Context: an optimization exercise on an open-source flow, tuned for small area. The choices shown serve that exercise and are no tape-out recipe.
Function was checked by simulation only, so behaviour that the tests miss may differ from the original.
Power and IR drop assume default switching activity.

Design byte_data_memory, start of the top module:
module byte_data_memory
#(
  parameter int unsigned DEPTH          = 64,
  parameter bit          CLEAR_ON_RESET = 1'b1
) (
  input  logic        clk,
  input  logic        reset,
  input  logic        req_valid,
  output logic        req_ready,
  input  logic        req_we,
  input  logic [2:0]  req_funct3,
  input  logic [31:0] req_addr,
  input  logic [31:0] req_wdata,
  output logic        rsp_valid,
  output logic [31:0] rsp_rdata,
  output logic        rsp_err,
  output logic        clear_busy
);
  localparam int unsigned AW = $clog2(DEPTH);
  logic [32*DEPTH-1:0]   mem_q;
  dmem_pkg::dmem_state_t state;
  logic [AW-1:0] sweep_cnt;
  logic          phase;
  logic          clearing;
  logic          sweep_sel;
  logic [AW-1:0] idx;
  logic          out_of_range;
  logic          misaligned;
  logic          illegal;
  logic          err;
  logic          accept;
  logic [3:0]    be;
  logic [31:0]   wdata_lane;
  logic [31:0]   rword;
  logic          rload_q;
  logic [31:0]   rcol_q;
  logic [2:0]    rf3_q;
  logic [1:0]    rlo_q;
  assign clearing   = (state == dmem_pkg::CLEAR);
  ...
Size: about 6,300 cells after synthesis, ~2,100 flip-flops.
clock: 5.0 ns
lec_check: 0
cap_margin: 10
core_margin: 2
core_utilization: 40
cts_cluster_diameter: 80
cts_cluster_size: 24
gpl_timing_driven: 0
slew_margin: 10
synth_hierarchical: 1
standard.sh (not shown) runs the stock make flow with config.mk's settings and CLKGATE_MAP_FILE= SYNTH_SCRIPT=/design/flow/synth_recipe.tcl, a recipe that flattens the netlist after the stock synthesis.
==> flow/flow/run.sh <==
#!/bin/bash
# Own layout flow: the standard ORFS flow, standard synthesis unchanged.
# Changes from the standard layout:
#  - ports are buffered with plain buf_1 cells (the default pick is a
#    clkdlybuf4s50 delay cell, which is slow and twice the area; the
#    resizer can still upsize a plain buffer where timing needs it);
#  - clock tree synthesis adds no dummy balancing loads.
# The full make output goes to standard_flow.log; each ORFS step keeps its
# own log under orfs/logs/.
set -euo pipefail
cd "$(dirname "$0")/.."
bash standard.sh finish \
  "BUFFER_PORTS_ARGS=-buffer_cell sky130_fd_sc_hd__buf_1" \
  "CTS_ARGS=-sink_clustering_enable -repair_clock_nets -dont_use_dummy_load -sink_clustering_size 24 -sink_clustering_max_diameter 80" \
  > standard_flow.log 2>&1
==> next run, changes <==
--- a/flow/flow/run.sh
+++ b/flow/flow/run.sh
@@ -7 +7,4 @@
-#  - clock tree synthesis adds no dummy balancing loads.
+#  - clock tree synthesis adds no dummy balancing loads, and builds the
+#    tree from clkbuf_8 cells in clusters of at most 16 sinks;
+#  - the design repair after placement may not use buf_12/buf_16
+#    (small_bufs.tcl).
@@ -11,0 +15 @@
+here=$(pwd)
@@ -14 +18,2 @@
-  "CTS_ARGS=-sink_clustering_enable -repair_clock_nets -dont_use_dummy_load -sink_clustering_size 24 -sink_clustering_max_diameter 80" \
+  "CTS_ARGS=-sink_clustering_enable -repair_clock_nets -dont_use_dummy_load -sink_clustering_size 16 -sink_clustering_max_diameter 60 -buf_list sky130_fd_sc_hd__clkbuf_8" \
+  "PRE_RESIZE_TCL=$here/flow/small_bufs.tcl" \
==> flow/flow/small_bufs.tcl (new file) <==
# Keep design repair from using the largest buffers (buf_12, buf_16); it
# then buffers long, high-fanout nets with smaller buffers instead.
set_dont_use {sky130_fd_sc_hd__buf_12 sky130_fd_sc_hd__buf_16}
Settings changed: CTS_CLUSTER_DIAMETER 80 to 60, CTS_CLUSTER_SIZE 24 to 16, PLACE_DENSITY set to 0.75.
Result: Power went down by about 3.6%; global-route usage drops by 0.29 points; setup slack gets better by 35 ps; wire length shrinks by about 0.6%; via count climbs by about 3.3%; hold slack loses 210 ps; final area drops by about 1.9%; fmax is higher by 0.72%; first-iteration DRC count climbs by about 30%; count of clock-buffer cells in the layout rises by 48; register-to-register slack gains 30 ps.
==> next run, changes <==
Settings changed: PLACE_DENSITY 0.75 to 0.85.
Result: This time the run finished but fails on setup timing; critical path depth climbs by 2; final cell count stays flat; synthesized cell count does not change; maximum frequency drops by 7.5%; worst setup slack got worse by 390 ps; via count climbs by 2.4%; area after synthesis stays the same; design area drops by 0.66%.
==> next run, changes <==
Settings changed: CAP_MARGIN 10 to 5, SETUP_SLACK_MARGIN set to 0.1, SLEW_MARGIN 10 to 5.
The new run completed without violations.
Count of clock-buffer cells in the layout grows by 1.
Synthesized cell count stays the same.
Wire length goes down by 1.0%.
Register-to-register slack improves by 60 ps.
Final area hardly moves.
Die area does not change.
==> next run, changes <==
Settings changed: PLACE_DENSITY 0.85 to 0.9.
The changed run finished with timing, DRC and antenna clean.
Total power is about the same.
Setup slack loses 64 ps.
Sequential share of layout area falls by 0.11 points.
Die area does not change.
Final area barely changes.
Sequential power hardly moves.
Global-route usage falls by 0.70 points.
Hold slack gains 56 ps.
Clock skew falls by 5.9 ps.


## v6
The RTL this note starts from:
==> flow/design.v <==
package dmem_pkg;
  localparam logic [2:0] F3_B  = 3'b000;
  localparam logic [2:0] F3_H  = 3'b001;
  localparam logic [2:0] F3_W  = 3'b010;
  localparam logic [2:0] F3_BU = 3'b100;
  localparam logic [2:0] F3_HU = 3'b101;
  typedef enum logic {
    CLEAR,
    READY
  } dmem_state_t;
endpackage
module dmem_bit_next
(
  input  logic q,
  input  logic wr,
  input  logic col_n,
  input  logic hold,
  output logic d
);
  assign d = ~((q | wr) & (col_n | hold));
endmodule
module dmem_rd_pair
(
  input  logic q0,
  input  logic sel0_n,
  input  logic q1,
  input  logic sel1_n,
  output logic y
);
  assign y = ~((q0 | sel0_n) & (q1 | sel1_n));
endmodule
module dmem_rd_col
#(
  parameter int unsigned DEPTH = 64
) (
  input  logic [DEPTH-1:0] q,
  input  logic [DEPTH-1:0] sel_n,
  output logic             y_n
);
  logic [DEPTH/2-1:0] p;
  for (genvar k = 0; k < DEPTH/2; k++) begin : g_pair
    dmem_rd_pair u_pair (
      .q0     (q[2*k]),
      .sel0_n (sel_n[2*k]),
      .q1     (q[2*k+1]),
      .sel1_n (sel_n[2*k+1]),
      .y      (p[k])
    );
  end
  assign y_n = |p;
endmodule
module byte_data_memory
#(
  parameter int unsigned DEPTH          = 64,
  parameter bit          CLEAR_ON_RESET = 1'b1
) (
  input  logic        clk,
  input  logic        reset,
  input  logic        req_valid,
  output logic        req_ready,
  input  logic        req_we,
  input  logic [2:0]  req_funct3,
  input  logic [31:0] req_addr,
  input  logic [31:0] req_wdata,
  output logic        rsp_valid,
  output logic [31:0] rsp_rdata,
  output logic        rsp_err,
  output logic        clear_busy
);
  localparam int unsigned AW = $clog2(DEPTH);
  logic [32*DEPTH-1:0]   mem_q;
  dmem_pkg::dmem_state_t state;
  logic [AW-1:0] sweep_cnt;
  logic          phase;
  logic          clearing;
  logic          sweep_sel;
  logic [AW-1:0] idx;
  logic          out_of_range;
  logic          misaligned;
  logic          illegal;
  logic          err;
  logic          accept;
  logic [3:0]    be;
  logic [31:0]   wdata_lane;
  logic [31:0]   rword;
  logic          rload_q;
  logic [31:0]   rcol_q;
  logic [2:0]    rf3_q;
  logic [1:0]    rlo_q;
  assign clearing   = (state == dmem_pkg::CLEAR);
  assign req_ready  = (state == dmem_pkg::READY);
  assign clear_busy = clearing;
  assign phase      = sweep_cnt[0];
  assign accept     = req_valid && req_ready;
  assign idx          = req_addr[2 +: AW];
  assign out_of_range = |req_addr[31:2+AW];
  always_comb begin
    be         = '0;
    wdata_lane = '0;
    misaligned = 1'b0;
    illegal    = 1'b0;
    case (req_funct3)
      dmem_pkg::F3_B: begin
        be         = 4'b0001 << req_addr[1:0];
        wdata_lane = {4{req_wdata[7:0]}};
      end
      dmem_pkg::F3_H: begin
        misaligned = req_addr[0];
        be         = req_addr[1] ? 4'b1100 : 4'b0011;
        wdata_lane = {2{req_wdata[15:0]}};
      end
      dmem_pkg::F3_W: begin
        misaligned = |req_addr[1:0];
        be         = '1;
        wdata_lane = req_wdata;
      end
      dmem_pkg::F3_BU: begin
        illegal = req_we;
      end
      dmem_pkg::F3_HU: begin
        illegal    = req_we;
        misaligned = req_addr[0];
      end
      default: illegal = 1'b1;
    endcase
  end
  assign err = out_of_range || misaligned || illegal;
  always_ff @(posedge clk) begin
    if (reset) begin
      state     <= CLEAR_ON_RESET ? dmem_pkg::CLEAR : dmem_pkg::READY;
      sweep_cnt <= '0;
      sweep_sel <= CLEAR_ON_RESET;
      rsp_valid <= 1'b0;
      rsp_err   <= 1'b0;
      rload_q   <= 1'b0;
    end else begin
      if (clearing && sweep_cnt == AW'(DEPTH - 1)) begin
        state     <= dmem_pkg::READY;
        sweep_sel <= 1'b0;
      end
      sweep_cnt <= sweep_cnt + 1'b1;
      rsp_valid <= accept;
      rsp_err   <= accept && err;
      rload_q   <= accept && !req_we && !err;
    end
  end
  logic [AW-1:0]    widx;
  logic [DEPTH-1:0] row_n;
  assign widx = sweep_sel ? sweep_cnt : idx;
  always_comb begin
    for (int r = 0; r < DEPTH; r++) row_n[r] = (widx != AW'(r));
  end
  logic [3:0]    lane_on;
  logic [31:0]   col_n;
  always_comb begin
    for (int l = 0; l < 4; l++) begin
      lane_on[l] = clearing || (accept && req_we && !err && be[l]);
      for (int b = 8*l; b < 8*l + 8; b++) begin
        col_n[b] = lane_on[l] ? ((!clearing && wdata_lane[b]) ^ phase) : 1'b1;
      end
    end
  end
  logic [32*DEPTH-1:0] mem_d;
  for (genvar r = 0; r < DEPTH; r++) begin : g_row
    logic [3:0] wr;
    assign wr = {4{!row_n[r]}} & lane_on;
    for (genvar b = 0; b < 32; b++) begin : g_bit
      dmem_bit_next u_next (
        .q     (mem_q[32*r + b]),
        .wr    (wr[b/8]),
        .col_n (col_n[b]),
        .hold  (row_n[r]),
        .d     (mem_d[32*r + b])
      );
    end
  end
  always_ff @(posedge clk) begin
    mem_q <= mem_d;
  end
  logic [31:0]      rcol_n;
  for (genvar b = 0; b < 32; b++) begin : g_col
    logic [DEPTH-1:0] q;
    for (genvar r = 0; r < DEPTH; r++) begin : g_q
      assign q[r] = mem_q[32*r + b];
    end
    dmem_rd_col #(.DEPTH(DEPTH)) u_col (
      .q     (q),
      .sel_n (row_n),
      .y_n   (rcol_n[b])
    );
  end
  always_ff @(posedge clk) begin
    rcol_q <= rcol_n;
    rf3_q  <= req_funct3;
    rlo_q  <= req_addr[1:0];
  end
  assign rword = (rcol_q ^ {32{phase}}) & {32{rload_q}};
  always_comb begin
    logic [7:0]  rbyte;
    logic [15:0] rhalf;
    logic        rsign;
    rbyte = rword[{rlo_q, 3'b000} +: 8];
    rhalf = rword[{rlo_q[1], 4'b0000} +: 16];
    rsign = !rf3_q[2] && (rf3_q[0] ? rhalf[15] : rbyte[7]);
    if (rf3_q[1])      rsp_rdata = rword;
    else if (rf3_q[0]) rsp_rdata = {{16{rsign}}, rhalf};
    else               rsp_rdata = {{24{rsign}}, rbyte};
  end
endmodule
clock: 5.0 ns
lec_check: 0
cap_margin: 20
core_margin: 2
core_utilization: 40
cts_cluster_diameter: 60
cts_cluster_size: 32
gpl_timing_driven: 0
slew_margin: 20
synth_hierarchical: 1
==> flow/flow/run.sh <==
#!/bin/bash
# Own layout flow: the standard ORFS flow, standard synthesis unchanged.
# Changes from the standard layout:
#  - ports are buffered with plain buf_1 cells (the default pick is a
#    clkdlybuf4s50 delay cell, which is slow and twice the area; the
#    resizer can still upsize a plain buffer where timing needs it);
#  - clock tree synthesis adds no dummy balancing loads.
# The full make output goes to standard_flow.log; each ORFS step keeps its
# own log under orfs/logs/.
set -euo pipefail
cd "$(dirname "$0")/.."
bash standard.sh finish \
  "BUFFER_PORTS_ARGS=-buffer_cell sky130_fd_sc_hd__buf_1" \
  "CTS_ARGS=-sink_clustering_enable -repair_clock_nets -dont_use_dummy_load -sink_clustering_size 32 -sink_clustering_max_diameter 60" \
  > standard_flow.log 2>&1
Input changes introduced in v7 (baseline for comparison: v6):
Settings: a change of CTS_CLUSTER_DIAMETER from 60 to 80; a change of CTS_CLUSTER_SIZE from 32 to 24; a change of CORE_UTILIZATION from 40 to 55.
-- flow/flow/run.sh --
<<< v6, line 14
  "CTS_ARGS=-sink_clustering_enable -repair_clock_nets -dont_use_dummy_load -sink_clustering_size 32 -sink_clustering_max_diameter 60" \
>>> v7, line 14
  "CTS_ARGS=-sink_clustering_enable -repair_clock_nets -dont_use_dummy_load -sink_clustering_size 24 -sink_clustering_max_diameter 80" \
Results
Cells: v7 has fewer instances than v6. Run comparison: v7 beginning of the critical path sweep_sel$_SDFFE_PP1P_; v6 beginning of the critical path rload_q$_SDFF_PP0_. Delta (v7 minus v6): proportion of final cell area spent on non-clock buffers now sits at about the same level; number of core rows lower; share of total power in combinational logic went up; total instance count after detailed placement lower; clock period minus worst slack shows an increase of 0.13 ns. In v7 relative to v6, maximum frequency had gone down by a few percent. The setup slack reported for v7 is smaller than that of v6 by 0.13 ns. Per the comparison of v7 with v6, number of global-route vias before repair shrank by 1035, routed wire length shrank by 3.0 mm.

port drivers added, routing unchanged:
No port has a modelled driver above. Below, the same layouts with a new extraction and two added sets of constraints.
Step 1 assumes that a clkbuf_16 drives the clock port and a buf_2 every other input.
Step 2 times the ports against the registers' clock, not the clock port: input delays grow and output delays shrink by t, the midpoint of the rising clock arrivals with the driver on.
Slacks: no drivers / after step 1 / after step 2; pairs: no drivers / after step 1.
| run | t, ns | setup slack, ns | hold slack, ns | pins driven straight from the clock port |
|---|---|---|---|---|
| the first run of note 1 | 0.803 | 0.192 / 0.192 / -0.283 | 0.444 / 0.419 / 0.444 | 1 |
| the second run of note 1 | 0.973 | 0.226 / 0.196 / -0.656 | 0.235 / 0.177 / 0.444 | 1 |
| the third run of note 1 | 0.980 | -0.163 / -0.233 / -0.611 | 0.198 / 0.170 / 0.444 | 1 |
| the fourth run of note 1 | 0.976 | 0.197 / 0.122 / -0.514 | 0.201 / 0.171 / 0.448 | 1 |
| the fifth run of note 1 | 0.929 | 0.133 / 0.077 / -0.754 | 0.257 / 0.219 / 0.443 | 1 |
| v6 | 0.847 | 0.303 / 0.222 / -0.031 | 0.442 / 0.409 / 0.442 | 1 |
| v7 | 0.780 | 0.176 / 0.176 / -0.219 | 0.444 / 0.404 / 0.444 | 1 |
Met with ideal ports but missed after step 2: setup timing in 6 of these runs. The setup slack of the fifth run of note 1, which loses most, moves by -0.056 ns with the drivers and by -0.887 ns with both steps.
